What follows belongs to an exercise in optimizing a design on an open flow for small area, a short achievable clock period and few clock cycles; a production flow would make more cautious choices. RTL that was checked went through simulation tests only; none was proved equivalent to the original.

==> 07-01: inputs <==
## doublecrack
module doublecrack #(
    parameter int         KEY_W = 24,
    parameter logic [7:0] PT_LO = 8'h20,
    parameter logic [7:0] PT_HI = 8'h7E
) (
    input  logic             clk,
    input  logic             rst_n,
    input  logic             en,
    input  logic [KEY_W-1:0] key_start,
    output logic             rdy,
    output logic [KEY_W-1:0] key,
    output logic             key_valid,
    output logic [7:0]       ct_addr,
    input  logic [7:0]       ct_rddata
);
export LEC_CHECK = 0
export CAP_MARGIN = 20
export CORE_MARGIN = 2
export CORE_UTILIZATION = 20
export PLACE_DENSITY = 0.35
export SETUP_SLACK_MARGIN = 5
export SLEW_MARGIN = 20
export SYNTH_HIERARCHICAL = 1
export SYNTH_MEMORY_MAX_BITS = 8192
export SYNTH_MINIMUM_KEEP_SIZE = 0
create_clock -name core_clock -period 10.0 [get_ports {clk}]
run.sh (not shown) runs the stock make flow with config.mk's settings and CLKGATE_MAP_FILE= SYNTH_SCRIPT=/design/flow/synth_recipe.tcl, a recipe that flattens the netlist after the stock synthesis.
==> 06-11 (differences from 07-01) <==
--- a/flow/design.v
+++ b/flow/design.v
@@ -24,10 +24,11 @@
     logic [7:0]       r_base;      
     logic [23:0]      r_kr;        
     logic [7:0]       r_kc1, r_kc2, r_kc3;    
     logic             r_fa0, r_fa1, r_fa2, r_fa3, r_fb0, r_fb2, r_fb3, r_fab;   
     logic [7:0]       r_addr, r_len, r_c, r_z, r_ct, r_h, r_w, r_j;
+    logic             r_last;
     logic             w_ds, w_wa, w_load, w_bad, w_acc, w_rej, w_last, w_kend;
     logic [7:0]       w_m1, w_m2, w_busa, w_busb, w_pt;
     logic [7:0]       w_s2, w_s3, w_s23, w_an, w_bn, w_u, w_v, w_ka, w_kb;
     logic             w_sel;
     logic [7:0]       w_an2, w_bn2;
@@ -43,11 +44,11 @@
     assign w_wa  = (r_state == S_C3) || (r_state == S_C4);
     assign w_pt   = r_z ^ r_ct;
     assign w_bad  = (w_pt < PT_LO) || (w_pt > PT_HI);
     assign w_acc  = (r_state == S_PD) && ((r_len == 8'd0) || (!w_bad && r_addr == r_len));
     assign w_rej  = (r_state == S_PD) && (r_len != 8'd0) && w_bad;
-    assign w_last = (r_k == '1);
+    assign w_last = r_last;
     assign w_load = (r_state == S_INIT) || (w_rej && !w_last);
     assign w_kl   = r_kn;
     assign w_kend = (r_base == 8'd254);
     logic [15:0]      w_loa, w_lob, w_hia, w_hib;
     logic [7:0]       w_bv [4];                 
@@ -81,23 +82,22 @@
                 assign w_ba[8 * k + b] = w_bv[2 * ((P >> 1) & 1) + ((P >> b) & 1)][b];
                 assign w_bb[8 * k + b] = w_bbv[(P >> 1) & 1][b];
             end
         end
         doublecrack_grp u_grp (
-            .hia(w_hia[g]), .hib(w_hib[g]), .hibw(w_hib[g] && w_ds && !w_load),
+            .hia(w_hia[g]), .hibw(w_hib[g] && w_ds && !w_load),
             .loa(w_loa), .lob(w_lob), .ld(w_load),
             .ba(w_ba), .bb(w_bb), .q(w_q), .d(w_d), .ma(w_ma[g]), .mb(w_mb[g])
         );
     end
-    always_comb begin
-        w_m1r = '0;
-        w_m2r = '0;
-        for (int g = 0; g < 16; g++) begin
-            w_m1r = w_m1r | w_ma[g];
-            w_m2r = w_m2r | w_mb[g];
-        end
+    logic [127:0] w_mav, w_mbv;
+    for (genvar g = 0; g < 16; g++) begin : g_mv
+        assign w_mav[8 * g +: 8] = w_ma[g];
+        assign w_mbv[8 * g +: 8] = w_mb[g];
     end
+    doublecrack_sel16 u_m1 (.sel(w_hia), .q(w_mav), .y(w_m1r));
+    doublecrack_sel16 u_m2 (.sel(w_hib), .q(w_mbv), .y(w_m2r));
     assign w_m1 = w_m1r ^ {8{r_a[1]}};
     assign w_m2 = w_m2r ^ {8{r_b[1]}};
     always_comb begin
         if (w_load) begin
             w_d254 = 8'd254;
@@ -233,16 +233,18 @@
             r_state <= S_RST;
             r_rdy   <= 1'b0;
             r_kv    <= 1'b0;
             r_key   <= '0;
             r_k     <= '0;
+            r_last  <= 1'b0;
             r_len   <= '0;
             r_addr  <= '0;
         end else begin
             if (r_state == S_P1) r_len <= ct_rddata;
             if (w_load) begin
                 r_k    <= w_kl;
+                r_last <= (w_kl == '1);
                 r_addr <= 8'd0;
             end else if (r_state == S_P1 || r_state == S_PD) begin
                 r_addr <= r_addr + 8'd1;
             end
             case (r_state)
@@ -289,11 +291,10 @@
         end
     end
 endmodule
 module doublecrack_grp (
     input  logic         hia,
-    input  logic         hib,
     input  logic         hibw,
     input  logic [15:0]  loa,
     input  logic [15:0]  lob,
     input  logic         ld,
     input  logic [127:0] ba,
@@ -301,25 +302,24 @@
     input  logic [127:0] q,
     output logic [127:0] d,
     output logic [7:0]   ma,
     output logic [7:0]   mb
 );
-    logic [15:0] na, nb, nn, db;
+    logic [15:0] na, nb, nn;
     assign na = {16{ld}} | ({16{hia}} & loa);
-    assign db = {16{hib}} & lob;
     assign nb = {16{hibw}} & lob;
     assign nn = ~(na | nb);
     for (genvar k = 0; k < 16; k++) begin : g_pos
         for (genvar b = 0; b < 8; b++) begin : g_bit
             doublecrack_aoi222 u_d (
                 .a1(nb[k]), .a2(bb[8 * k + b]), .b1(na[k]), .b2(ba[8 * k + b]),
                 .c1(nn[k]), .c2(q[8 * k + b]), .y(d[8 * k + b])
             );
         end
     end
-    doublecrack_sel16 u_ma (.sel(na), .q(q), .y(ma));
-    doublecrack_sel16 u_mb (.sel(db), .q(q), .y(mb));
+    doublecrack_sel16 u_ma (.sel(loa), .q(q), .y(ma));
+    doublecrack_sel16 u_mb (.sel(lob), .q(q), .y(mb));
 endmodule
 module doublecrack_sel16 (
     input  logic [15:0]  sel,
     input  logic [127:0] q,
     output logic [7:0]   y
==> flow/flow/run.sh (new file) <==
#!/bin/bash
# The standard layout, with timing repair aimed at a shorter period than its default
# margin allows; each tool's log stays under orfs/logs, make's output in standard.log.
set -euo pipefail
bash standard.sh SETUP_SLACK_MARGIN=5.8 finish > standard.log 2>&1
==> flow/standard.sh (new file) <==
#!/bin/bash
# synth_recipe.tcl (not shown) runs the flow's synth.tcl, then flattens the netlist and writes it again
# the make line also repeats each setting of config.mk as NAME=value (left out here)
make -C /OpenROAD-flow-scripts/flow DESIGN_CONFIG=/design/flow/config.mk WORK_HOME=/design/flow/orfs CLKGATE_MAP_FILE= SYNTH_SCRIPT=/design/flow/synth_recipe.tcl "${@:-finish}"
CELL_PAD_IN_SITES_DETAIL_PLACEMENT = 1   (was not set)
CELL_PAD_IN_SITES_GLOBAL_PLACEMENT = 2   (was not set)
CORE_UTILIZATION = 25   (was 20)
CTS_CLUSTER_DIAMETER = 100   (was not set)
CTS_CLUSTER_SIZE = 30   (was not set)
MIN_ROUTING_LAYER = met2   (was not set)
PLACE_DENSITY = 0.4   (was 0.35)
removed: flow/run.sh
==> run notes <==
Status: 07-01 complete, no violations; 06-11 stopped before the end
Stage where the flow stopped: 07-01 -; 06-11 5_1_grt
TritonCTS buffer count: 07-01 291; 06-11 141
Post-Syn Nets: 07-01 9692; 06-11 9527
Vertical die dimension: 07-01 731 um; 06-11 652 um
Post-CTS Setup Bufs: 07-01 101; 06-11 309
Initial standard-cell utilization of the core: 07-01 20.1%; 06-11 25.1%
Die Width: 07-01 731 um; 06-11 652 um
Sum of net half-perimeters after detailed placement: 07-01 500000 um; 06-11 549000 um
Avg Inst Size Synth: 07-01 11.1 um2; 06-11 11.2 um2
Number of instances in the synthesized netlist: 07-01 9515; 06-11 9350
Resized Gates After CTS: 07-01 415; 06-11 633
Worst slack at placement: 07-01 2.65 ns; 06-11 3.71 ns
Std-Cell Rows: 07-01 266; 06-11 237
Placed instance area: 07-01 117000 um2; 06-11 115000 um2
Max H-tree Level: 07-01 5; 06-11 4
Testbench counts of 07-01, summed over its fixed seeds: cycles 220,485.
No functional check of the RTL was part of 06-11.


==> exp/lagoon: inputs <==
==> flow/design.v <==
module doublecrack #(
    parameter int         KEY_W = 24,
    parameter logic [7:0] PT_LO = 8'h20,
    parameter logic [7:0] PT_HI = 8'h7E
) (
    input  logic             clk,
    input  logic             rst_n,
    input  logic             en,
    input  logic [KEY_W-1:0] key_start,
    output logic             rdy,
    output logic [KEY_W-1:0] key,
    output logic             key_valid,
    output logic [7:0]       ct_addr,
    input  logic [7:0]       ct_rddata
);
    typedef enum logic [2:0] {
        S_RST, S_IDLE, S_INIT, S_KSA, S_DUM, S_P1, S_P2, S_PD
    } state_t;
    state_t           r_state;
    logic             r_rdy, r_kv;
    logic [KEY_W-1:0] r_k, r_kn, r_key;
    logic [7:0]       r_q [256];
    logic [7:0]       r_d;         
    logic [7:0]       r_i;         
    logic [23:0]      r_kr;        
    logic [7:0]       r_len, r_c, r_z, r_ct;
    logic [7:0]       w_h, w_sj, w_sn, w_term, w_dn, w_pt, w_n;
    logic [7:0]       w_bus1, w_bus0;
    logic             w_bad, w_acc, w_rej, w_last, w_load;
    logic [KEY_W-1:0] w_kl;
    assign rdy       = r_rdy;
    assign key       = r_key;
    assign key_valid = r_kv;
    assign ct_addr   = r_i;
    assign w_pt   = r_z ^ r_ct;
    assign w_bad  = (w_pt < PT_LO) || (w_pt > PT_HI);
    assign w_n    = r_i - 8'd2;
    assign w_acc  = (r_state == S_PD) && ((r_len == 8'd0) || (!w_bad && w_n == r_len));
    assign w_rej  = (r_state == S_PD) && (r_len != 8'd0) && w_bad;
    assign w_last = (r_k == '1);
    assign w_load = (r_state == S_INIT) || (w_rej && !w_last);
    assign w_kl   = r_kn;
    assign w_h  = r_q[0];
    assign w_sj = r_q[r_d];
    assign w_sn = (r_d == 8'd1) ? r_q[0] : r_q[1];      
    assign w_term = (r_state == S_KSA) ? r_kr[23:16] : 8'hFF;
    assign w_dn = r_d + w_sn + w_term;
    assign w_bus1 = w_h | {8{w_load}};
    assign w_bus0 = w_h & ~{8{w_load}};
    always_ff @(posedge clk) begin
        for (int p = 0; p < 255; p++) begin
            for (int b = 0; b < 8; b++) begin
                if (w_load || r_d == 8'(p + 1))
                    r_q[p][b] <= p[b] ? w_bus1[b] : w_bus0[b];
                else
                    r_q[p][b] <= r_q[p + 1][b];
            end
        end
        r_q[255] <= w_load ? 8'hFF : w_sj;
    end
    always_ff @(posedge clk) begin
        r_c  <= w_h + ~r_i;
        r_z  <= r_q[8'(r_q[255] + r_c)];
        r_ct <= ct_rddata;
        r_kn <= (r_state == S_IDLE) ? key_start : r_k + KEY_W'(1);
    end
    always_ff @(posedge clk) begin
        if (w_load) begin
            r_d  <= w_kl[23:16];
            r_kr <= {w_kl[15:8] - 8'd1, w_kl[7:0] - 8'd1, w_kl[23:16] - 8'd1};
            r_i  <= 8'd0;
        end else begin
            r_d  <= (r_state == S_KSA && r_i == 8'hFF) ? 8'd0 : w_dn;
            r_kr <= {r_kr[15:0], r_kr[23:16]};
            r_i  <= r_i + 8'd1;
        end
    end
    always_ff @(posedge clk) begin
        if (rst_n) begin
            r_state <= S_RST;
            r_rdy   <= 1'b0;
            r_kv    <= 1'b0;
            r_key   <= '0;
            r_k     <= '0;
            r_len   <= '0;
        end else begin
            if (r_state == S_P1) r_len <= ct_rddata;
            if (w_load) r_k <= w_kl;
            case (r_state)
                S_RST: begin
                    r_state <= S_IDLE;
                    r_rdy   <= 1'b1;
                end
                S_IDLE: if (en) begin
                    r_state <= S_INIT;
                    r_rdy   <= 1'b0;
                    r_kv    <= 1'b0;
                    r_key   <= '0;
                end
                S_INIT: r_state <= S_KSA;
                S_KSA:  if (r_i == 8'hFF) r_state <= S_DUM;
                S_DUM:  r_state <= S_P1;
                S_P1:   r_state <= S_P2;
                S_P2:   r_state <= S_PD;
                S_PD: begin
                    if (w_acc) begin
                        r_state <= S_IDLE;
                        r_rdy   <= 1'b1;
                        r_kv    <= 1'b1;
                        r_key   <= r_k;
                    end else if (w_rej) begin
                        if (w_last) begin
                            r_state <= S_IDLE;
                            r_rdy   <= 1'b1;
                            r_kv    <= 1'b0;
                            r_key   <= '0;
                        end else begin
                            r_state <= S_KSA;
                        end
                    end
                end
                default: r_state <= S_RST;
            endcase
        end
    end
endmodule
==> flow/run.sh <==
#!/bin/bash
# synth_recipe.tcl (not shown) runs the flow's synth.tcl, then flattens the netlist and writes it again
# the make line also repeats each setting of config.mk as NAME=value (left out here)
make -C /OpenROAD-flow-scripts/flow DESIGN_CONFIG=/design/flow/config.mk WORK_HOME=/design/flow/orfs CLKGATE_MAP_FILE= SYNTH_SCRIPT=/design/flow/synth_recipe.tcl finish
==> flow/config.mk <==
export PLATFORM = sky130hd
export DESIGN_NAME = doublecrack
export DESIGN_NICKNAME = doublecrack
export VERILOG_FILES = /design/flow/design.v
export SDC_FILE = /design/flow/constraint.sdc
export NUM_CORES = 4
export LEC_CHECK = 0
export CAP_MARGIN = 20
export CORE_MARGIN = 2
export CORE_UTILIZATION = 15
export SLEW_MARGIN = 20
export SYNTH_MEMORY_MAX_BITS = 8192
==> flow/constraint.sdc <==
create_clock -name core_clock -period 10.0 [get_ports {clk}]
set_input_delay 2.0000 -clock core_clock [delete_from_list [all_inputs] [get_ports {clk}]]
set_output_delay 2.0000 -clock core_clock [all_outputs]
set_load 0.01 [all_outputs]
==> exp/zinc (differences from exp/lagoon) <==
--- a/flow/config.mk
+++ b/flow/config.mk
@@ -9,3 +9,3 @@
 export CORE_MARGIN = 2
-export CORE_UTILIZATION = 15
+export CORE_UTILIZATION = 30
 export SLEW_MARGIN = 20
==> summary of the runs <==
- exp/zinc died in 5_1_grt with GRT-0116. exp/lagoon ended with an error in 5_1_grt on GRT-0116.
- In area after synthesis, exp/zinc and exp/lagoon do not differ.
- Synthesized cell count is the same in exp/zinc and exp/lagoon.
Testbench counts of exp/lagoon, summed over its fixed seeds: cycles 418,945.
Testbench counts of exp/zinc, summed over its fixed seeds: cycles 418,945.

afterwards: timing with drivers on the ports:
The results above use ideal ports. As a check the final layout listed here was re-extracted and re-timed, cells and wires unchanged.
Step 1 sets driving cells, clkbuf_16 on the clock port and buf_2 on the other inputs (assumed; they add their load-dependent delay and slew).
Step 2 adds t to the input delays and takes it off the output delays; t is the mean of the earliest and latest rising clock arrival at the registers after step 1. Input paths then give back, and output paths get back, about the clock's delay inside the block.
Slacks: ideal / step 1 / step 2; pairs: ideal / step 1.
run: 07-01
t, ns: 1.113
slack for setup (ns): 4.494 / 4.494 / 4.494
worst hold slack (ns): 0.415 / 0.415 / 0.415
clock arrival spread, ns: 0.080 / 0.080
worst slew at a driven data input, ns: 0.07
After both steps setup and hold are still met in 07-01. The setup slack of 07-01 moves by 0.000 ns with the drivers and by 0.000 ns with both steps.
